Source: an optimization exercise on an open RTL-to-GDS flow (aim: small area). Production flows keep margins and buffers that such runs may drop.
The RTL was checked by simulation tests, not by an equivalence proof against the original design.
Power and IR drop assume default switching activity.

==> inputs of build 67 <==
Design register_manager_param, start of the top module:
module register_manager_param #(
    parameter int DATA_WIDTH      = 32,
    parameter int ADDR_WIDTH      = 5,
    parameter int NUM_WRITE_PORTS = 4,
    parameter int NUM_READ_PORTS  = 2,
    parameter int QUEUE_DEPTH     = 8
) (
    input  logic                                  clk,
    input  logic                                  reset,
    input  logic [NUM_WRITE_PORTS-1:0]            write_enable,
    input  logic [NUM_WRITE_PORTS*ADDR_WIDTH-1:0] write_addr,
    input  logic [NUM_WRITE_PORTS*DATA_WIDTH-1:0] write_data,
    input  logic [NUM_WRITE_PORTS-1:0]            write_float,
    output logic                                  stall,
    output logic                                  overflow,
    input  logic [NUM_READ_PORTS*ADDR_WIDTH-1:0]  read_addr,
    input  logic [NUM_READ_PORTS-1:0]             read_float,
    output logic [NUM_READ_PORTS*DATA_WIDTH-1:0]  read_data,
    output logic [$clog2(QUEUE_DEPTH+1)-1:0]      pending_count
);
    localparam int DW   = DATA_WIDTH;
  ...
clock: 6.5 ns
lec_check: 0
cap_margin: 20
core_margin: 2
core_utilization: 50
cts_cluster_diameter: 100
cts_cluster_size: 24
place_density: 0.6
setup_slack_margin: 0.1
slew_margin: 20
synth_hierarchical: 1
standard.sh (not shown) runs the stock make flow with config.mk's settings and CLKGATE_MAP_FILE= SYNTH_SCRIPT=/design/flow/synth_recipe.tcl, a recipe that flattens the netlist after the stock synthesis.
==> flow/flow/run.sh <==
#!/bin/bash
# The standard ORFS layout (standard.sh, standard synthesis), with two settings changed:
# - port buffers are buf_2 cells instead of the default pick (a clock delay cell);
# - clock tree synthesis clusters up to 24 sinks within 100 um and inserts no dummy loads.
# The full output of the run goes to standard.log in this folder; ORFS's own per-step logs stay
# under orfs/logs.
set -euo pipefail
export BUFFER_PORTS_ARGS="-buffer_cell sky130_fd_sc_hd__buf_2"
export CTS_ARGS="-sink_clustering_enable -repair_clock_nets -sink_clustering_size 24 -sink_clustering_max_diameter 100 -dont_use_dummy_load"
bash standard.sh > standard.log 2>&1
==> build 55: changes against build 67 <==
--- a/flow/design.v
+++ b/flow/design.v
@@ -26,11 +26,10 @@
     localparam int NR   = NUM_READ_PORTS;
     localparam int QD   = QUEUE_DEPTH;
     localparam int CW   = $clog2(QD + 1);
     localparam int PW   = $clog2(QD);
     localparam int LW   = $clog2(NW);
-    localparam int NS   = QD + NK - 1;         
     logic [CW-1:0] count_q;
     logic [PW-1:0] head_q, tail_q;
     logic          ovf_q, phase_q;
     logic [KW-1:0] rkey_q [0:NR-1];
     logic [NK-1:1] valid_q;
@@ -149,14 +148,12 @@
                 rbv_q[r]  <= rbv_d[r];
             end
         end
     end
     logic [(NK-1)*DW-1:0] bsrc;
-    logic [QD*DW-1:0]     fsrc;
     always_comb begin
         for (int a = 1; a < NK; a++) bsrc[(a-1)*DW +: DW] = bank[a];
-        for (int s = 0; s < QD; s++) fsrc[s*DW +: DW] = fs[s];
     end
     logic [KW-1:0] ckey [0:NR-1];
     logic [NK-1:1] cbsel [0:NR-1];
     always_comb begin
         for (int r = 0; r < NR; r++) begin
==> flow/flow/run.sh (replaced) <==
#!/bin/bash
# The standard ORFS layout (standard.sh, standard synthesis), with two settings changed:
# - port buffers are buf_2 cells instead of the default pick (a clock delay cell);
# - clock tree synthesis clusters up to 26 sinks within 100 um and inserts no dummy loads.
# The full output of the run goes to standard.log in this folder; ORFS's own per-step logs stay
# under orfs/logs.
set -euo pipefail
export BUFFER_PORTS_ARGS="-buffer_cell sky130_fd_sc_hd__buf_2"
export CTS_ARGS="-sink_clustering_enable -repair_clock_nets -sink_clustering_size 26 -sink_clustering_max_diameter 100 -dont_use_dummy_load"
bash standard.sh > standard.log 2>&1
==> flow/config.mk (replaced) <==
export PLATFORM = sky130hd
export DESIGN_NAME = register_manager_param
export DESIGN_NICKNAME = register_manager_param
export VERILOG_FILES = /design/flow/design.v
export SDC_FILE = /design/flow/constraint.sdc
export NUM_CORES = 8
export LEC_CHECK = 0
export CAP_MARGIN = 20
export CORE_MARGIN = 2
export CORE_UTILIZATION = 40
export CTS_CLUSTER_DIAMETER = 100
export CTS_CLUSTER_SIZE = 26
export PLACE_DENSITY = 0.5
export SETUP_SLACK_MARGIN = 0.05
export SLEW_MARGIN = 20
export SYNTH_HIERARCHICAL = 1
==> build 4: changes against build 67 <==
--- a/flow/design.v
+++ b/flow/design.v
@@ -26,11 +26,10 @@
     localparam int NR   = NUM_READ_PORTS;
     localparam int QD   = QUEUE_DEPTH;
     localparam int CW   = $clog2(QD + 1);
     localparam int PW   = $clog2(QD);
     localparam int LW   = $clog2(NW);
-    localparam int NS   = QD + NK - 1;         
     logic [CW-1:0] count_q;
     logic [PW-1:0] head_q, tail_q;
     logic          ovf_q, phase_q;
     logic [KW-1:0] rkey_q [0:NR-1];
     logic [NK-1:1] valid_q;
@@ -149,14 +148,12 @@
                 rbv_q[r]  <= rbv_d[r];
             end
         end
     end
     logic [(NK-1)*DW-1:0] bsrc;
-    logic [QD*DW-1:0]     fsrc;
     always_comb begin
         for (int a = 1; a < NK; a++) bsrc[(a-1)*DW +: DW] = bank[a];
-        for (int s = 0; s < QD; s++) fsrc[s*DW +: DW] = fs[s];
     end
     logic [KW-1:0] ckey [0:NR-1];
     logic [NK-1:1] cbsel [0:NR-1];
     always_comb begin
         for (int r = 0; r < NR; r++) begin
--- a/flow/config.mk
+++ b/flow/config.mk
@@ -5,12 +5,12 @@
 export SDC_FILE = /design/flow/constraint.sdc
 export NUM_CORES = 8
 export LEC_CHECK = 0
 export CAP_MARGIN = 20
 export CORE_MARGIN = 2
-export CORE_UTILIZATION = 50
+export CORE_UTILIZATION = 45
 export CTS_CLUSTER_DIAMETER = 100
 export CTS_CLUSTER_SIZE = 24
-export PLACE_DENSITY = 0.6
-export SETUP_SLACK_MARGIN = 0.1
+export PLACE_DENSITY = 0.55
+export SETUP_SLACK_MARGIN = 0.05
 export SLEW_MARGIN = 20
 export SYNTH_HIERARCHICAL = 1
==> run summary <==
Clock-buffer cell count: build 4 > build 67 > build 55.
The highest non-clock buffer count belongs to build 67, the lowest to build 4.
Wire length, lowest first: build 4, build 67, build 55.
Synthesized area is the same in build 55 and build 67.
Of build 55 and build 67, build 67 has the higher clock skew (gap 0.027 ns).
==> figures <==
| metric | build 67 | build 55 | build 4 |
|---|---|---|---|
| Result of the run | no timing/DRC/antenna violations | no timing/DRC/antenna violations | no timing/DRC/antenna violations |
| Drt pass-1 iters | 17 | 15 | 19 |
| Worst Setup Slack, final | 0.1747 ns | 0.08088 ns | 0.1486 ns |
| Power per standard cell area | 691.4 nW/um^2 | 683.9 nW/um^2 | 686.6 nW/um^2 |
| Wire length on met2 | 232.3 mm | 244.5 mm | 236.6 mm |
| Layout Utilization | 53.07% | 42.68% | 47.78% |
| Reg-to-reg endpoint | g_bank[12].u_word.s[11] | g_bank[12].u_word.s[5] | g_bank[26].u_word.s[13] |
| Number of cells in the design after placement | 12643 | 13285 | 12872 |
| Number of clock buffers in the layout | 116 | 115 | 121 |
| Non-clock buffer contribution to total cell area | 6.000% | 5.634% | 5.222% |
| Fill cell count | 19051 | 25418 | 21761 |
| Hold WC Path Type | flip-flop to flip-flop | input port to asynchronous set/reset pin | input port to asynchronous set/reset pin |

[static timing again, ports no longer ideal]
No port has a modelled driver above. Below, the same layouts with a new extraction and two added sets of constraints.
Step 1 (the two cells are an assumption about what drives the block):
set clk [get_ports {clk}]
set_driving_cell -lib_cell sky130_fd_sc_hd__clkbuf_16 $clk
set_driving_cell -lib_cell sky130_fd_sc_hd__buf_2 [delete_from_list [all_inputs] $clk]
Step 2 adds t to the input delays and takes it off the output delays; t is the mean of the earliest and latest rising clock arrival at the registers after step 1. Input paths then give back, and output paths get back, about the clock's delay inside the block.
a / b / c = no drivers / after step 1 / after step 2; a / b = the first two.
run	t (ns)	slack for setup (ns)	hold slack, ns	latest minus earliest clock arrival (ns)
build 67	0.945	0.175 / 0.078 / 0.460	0.471 / 0.471 / 0.471	0.134 / 0.134
build 55	0.923	0.081 / -0.022 / 0.686	0.429 / 0.355 / 0.461	0.106 / 0.107
build 4	0.929	0.149 / 0.045 / 0.634	0.432 / 0.348 / 0.463	0.141 / 0.141
After both steps every run listed still meets setup and hold.
